This design comes from an exercise in tuning for small area, a short achievable clock period and few clock cycles per item on the open sky130 flow, not from production work.
At most, simulation tests tie the RTL to the original design; equivalence was not proved.

==> flow/design.v (excerpt) <==
module exec_cluster (
  input  logic        clk,
  input  logic        rst_n,
  input  logic        in_valid,
  input  logic [6:0]  in_funct7,
  input  logic [2:0]  in_funct3,
  input  logic [31:0] in_a,
  input  logic [31:0] in_b,
  output logic        in_credit,
  input  logic        out_credit,
  output logic        out_valid,
  output logic [3:0]  out_tag,
  output logic [31:0] out_value
);
Size: about 4000 cells after synthesis, roughly 520 flip-flops, roughly 38000 sq um of cells after synthesis.
Settings: LEC_CHECK=0, CAP_MARGIN=20, CORE_MARGIN=2, CORE_UTILIZATION=40, PLACE_DENSITY=0.6, SETUP_SLACK_MARGIN=3.0, SLEW_MARGIN=20; clock period 8.0 ns.
run.sh (not shown) runs the stock make flow with config.mk's settings and CLKGATE_MAP_FILE= SYNTH_SCRIPT=/design/flow/synth_recipe.tcl, a recipe that flattens the netlist after the stock synthesis.
Next try:
--- a/flow/design.v
+++ b/flow/design.v
@@ -68,21 +68,21 @@
   input  logic        clk,
   input  logic        rst_n,
   input  logic        start,
   input  logic [2:0]  ld_op,
   input  logic [31:0] ld_a,
   input  logic [31:0] ld_b,
   input  logic [1:0]  ld_slot,
   input  logic        ack,
   input  logic        sh_free,    
   input  logic [31:0] sh_y,       
-  output logic        align_n,    
+  output logic        sh_req,     
   output logic [4:0]  sh_amt,
   output logic [31:0] sh_v,
   output logic        free,
   output logic [1:0]  slot_q,
   output logic        fix_n,      
   output logic [1:0]  slot_n,     
   output logic [6:0]  msel_n,     
   output logic [31:0] m0,         
   output logic [31:0] m1,
   output logic [31:0] m2,
@@ -151,20 +151,21 @@
   assign nsrc = (state == S_NEGR && !op_q[1]) ? L[31:0] : X[31:0];
   assign nx   = ~nsrc + 32'd1;
   logic [5:0]  bx, bz;
   logic [5:0]  sdiff;
   logic        zdiv, qzero;
   assign bx    = blen(X[31:0]);
   assign bz    = blen(Z[32] ? {~Z[31:1], 1'b1} : Z[31:0]);
   assign sdiff = bx - bz;
   assign zdiv  = (Z[31:0] == 32'd0);
   assign qzero = (bx < bz);
+  assign sh_req = (state == S_ALIGN);
   assign sh_amt = cnt;
   assign sh_v   = Z[31:0];
   logic        is_mul_q;
   logic        one0, two0, neg0, one1, two1, neg1, one2, two2, neg2;
   logic [39:0] zs, bm0, bm1, bm2, r0, r1, r2, oa, ob, oc, od, s1, c1, s2, c2;
   logic [40:0] s3;
   logic [39:0] sum;
   logic        ge;
   assign is_mul_q = ~op_q[2];
   assign {one0, two0, neg0, one1, two1, neg1, one2, two2, neg2} = bsel;
@@ -203,22 +204,21 @@
       S_ALIGN: state_n = sh_free ? S_STEP : S_ALIGN;
       S_STEP:  state_n = (cnt != 5'd0) ? S_STEP :
                          (is_mul_q ? S_FIX : (op_q[1] ? S_CORR : (neg_q ? S_NEGR : S_FIX)));
       S_CORR:  state_n = neg_q ? S_NEGR : S_FIX;
       S_NEGR:  state_n = S_FIX;
       S_FIX:   state_n = !ack ? S_FIX : (start ? ld_state : S_IDLE);
       default: state_n = start ? ld_state : S_IDLE;
     endcase
     if (!rst_n) state_n = S_IDLE;
   end
-  assign fix_n   = (state_n == S_FIX);
-  assign align_n = (state_n == S_ALIGN);
+  assign fix_n  = (state_n == S_FIX);
   assign slot_n = (free && start) ? ld_slot : slot_q;
   assign msel_n = (free && start) ? msel_ld : msel;
   always_ff @(posedge clk) begin
     state <= state_n;
   end
   always_ff @(posedge clk) begin
     case (state)
       S_NEG: begin
         X[31:0] <= nx;
       end
@@ -251,21 +251,21 @@
       end
       default: begin
         if (free && start) begin
           op_q   <= ld_op;
           slot_q <= ld_slot;
           msel   <= msel_ld;
           if (ld_mul) begin
             X    <= 33'd0;
             L    <= {{3{mult[32]}}, mult};
             Z    <= mcand;
-            bsel <= swap ? booth3({ld_a[5:0], 1'b0}) : booth3({ld_b[5:0], 1'b0});
+            bsel <= booth3({mult[5:0], 1'b0});
             cnt  <= (cm == 2'd0) ? 5'd0 : ((cm == 2'd1) ? 5'd2 : 5'd5);
           end else begin
             X      <= {1'b0, ld_a};
             L      <= 36'd0;
             Z      <= {eb, ld_b};
             bsel   <= DIV_SEL | {2'b00, ~eb, 6'b000000};
             neg_q  <= ld_op[1] ? ea : ((ea ^ eb) && (ld_b != 32'd0));
           end
         end
       end
@@ -324,45 +324,41 @@
   logic [31:0] s_hi [4];    
   logic [2:0]  s_op [4];    
   logic [3:0]  s_done;
   logic [3:0]  s_wait;      
   logic [1:0]  wr_ptr;
   logic [2:0]  rd_ptr;      
   logic [4:0]  cred;
   logic [3:0]  osel;        
   logic [6:0]  omd;         
   logic [31:0] alu_y;
-  logic        md_align_n;
-  logic        xsh;         
+  logic        md_sh_req;
   logic [4:0]  md_sh_amt;
   logic [31:0] md_sh_v;
   logic [31:0] sh_y;
   logic        sh_free;
-  always_ff @(posedge clk) begin
-    xsh <= md_align_n && !(in_valid && !d_md && (in_funct3 == 3'd1 || in_funct3 == 3'd5));
-  end
-  assign sh_free = xsh;
+  assign sh_free = !(ir_v && ir_sh);
   alu_lane u_alu (
     .sub     (ir_sub),
     .left    (ir_left),
     .arith   (ir_arith),
     .sel_add (ir_add),
     .sel_sh  (ir_sh),
     .sel_slt (ir_slt),
     .sel_sltu(ir_sltu),
     .sel_xor (ir_xor),
     .sel_or  (ir_or),
     .sel_and (ir_and),
     .sel_a   (ir_md),
     .a       (ir_a),
     .b       (ir_b),
-    .xsh     (xsh),
+    .xsh     (md_sh_req && sh_free),
     .xv      (md_sh_v),
     .xamt    (md_sh_amt),
     .y       (alu_y),
     .xy      (sh_y)
   );
   logic        md_free;
   logic [1:0]  md_slot;
   logic        md_fix_n;
   logic [1:0]  md_slot_n;
   logic [6:0]  md_msel_n;
@@ -395,21 +391,21 @@
     .clk    (clk),
     .rst_n  (rst_n),
     .start  (md_start),
     .ld_op  (ld_op),
     .ld_a   (ld_a),
     .ld_b   (ld_b),
     .ld_slot(ld_slot),
     .ack    (emit && head_fix),
     .sh_free(sh_free),
     .sh_y   (sh_y),
-    .align_n(md_align_n),
+    .sh_req (md_sh_req),
     .sh_amt (md_sh_amt),
     .sh_v   (md_sh_v),
     .free   (md_free),
     .slot_q (md_slot),
     .fix_n  (md_fix_n),
     .slot_n (md_slot_n),
     .msel_n (md_msel_n),
     .m0     (mw[0]),
     .m1     (mw[1]),
     .m2     (mw[2]),
Outcome: Fmax climbs by 1.8%; utilization is lower by 0.94 points; first-iteration DRC count shrinks by 7.3%; critical path depth went down by 10; via count rose by 0.32%; global-route usage is higher by 0.55 points; design area decreases by 0.84%; synthesized cell count fell by 0.96%; worst setup slack gets better by 0.091 ns; cell count shrinks by 1.4%; sequential share of layout area went up by 0.24 points.
Testbench counts after the change, summed over its fixed seeds: cycles 7,925, items 4,800.
Function not checked in the first run of this note: the RTL went through the layout flow alone.

## what the ideal ports hide
How much do the figures lean on ideal ports? The routed layouts below were timed once more, with nothing changed but the port constraints. Step 1, drivers: a clkbuf_16 drives clk and a buf_2 each remaining input, both assumed. Step 2 times the ports against the registers' clock, not the clock port: input delays grow and output delays shrink by t, the midpoint of the rising clock arrivals with the driver on. Three values: ideal ports, drivers, drivers and shift; two values: the first two.
| run | t (ns) | slack for setup (ns) | worst setup path after step 2 | worst slew at a driven data input, ns |
|---|---|---|---|---|
| the first run | 0.713 | 2.860 / 2.860 / 2.860 | register to register | 0.07 |
| the second run | 0.723 | 2.951 / 2.951 / 2.951 | register to register | 0.05 |
After both steps setup and hold are still met in every run listed.
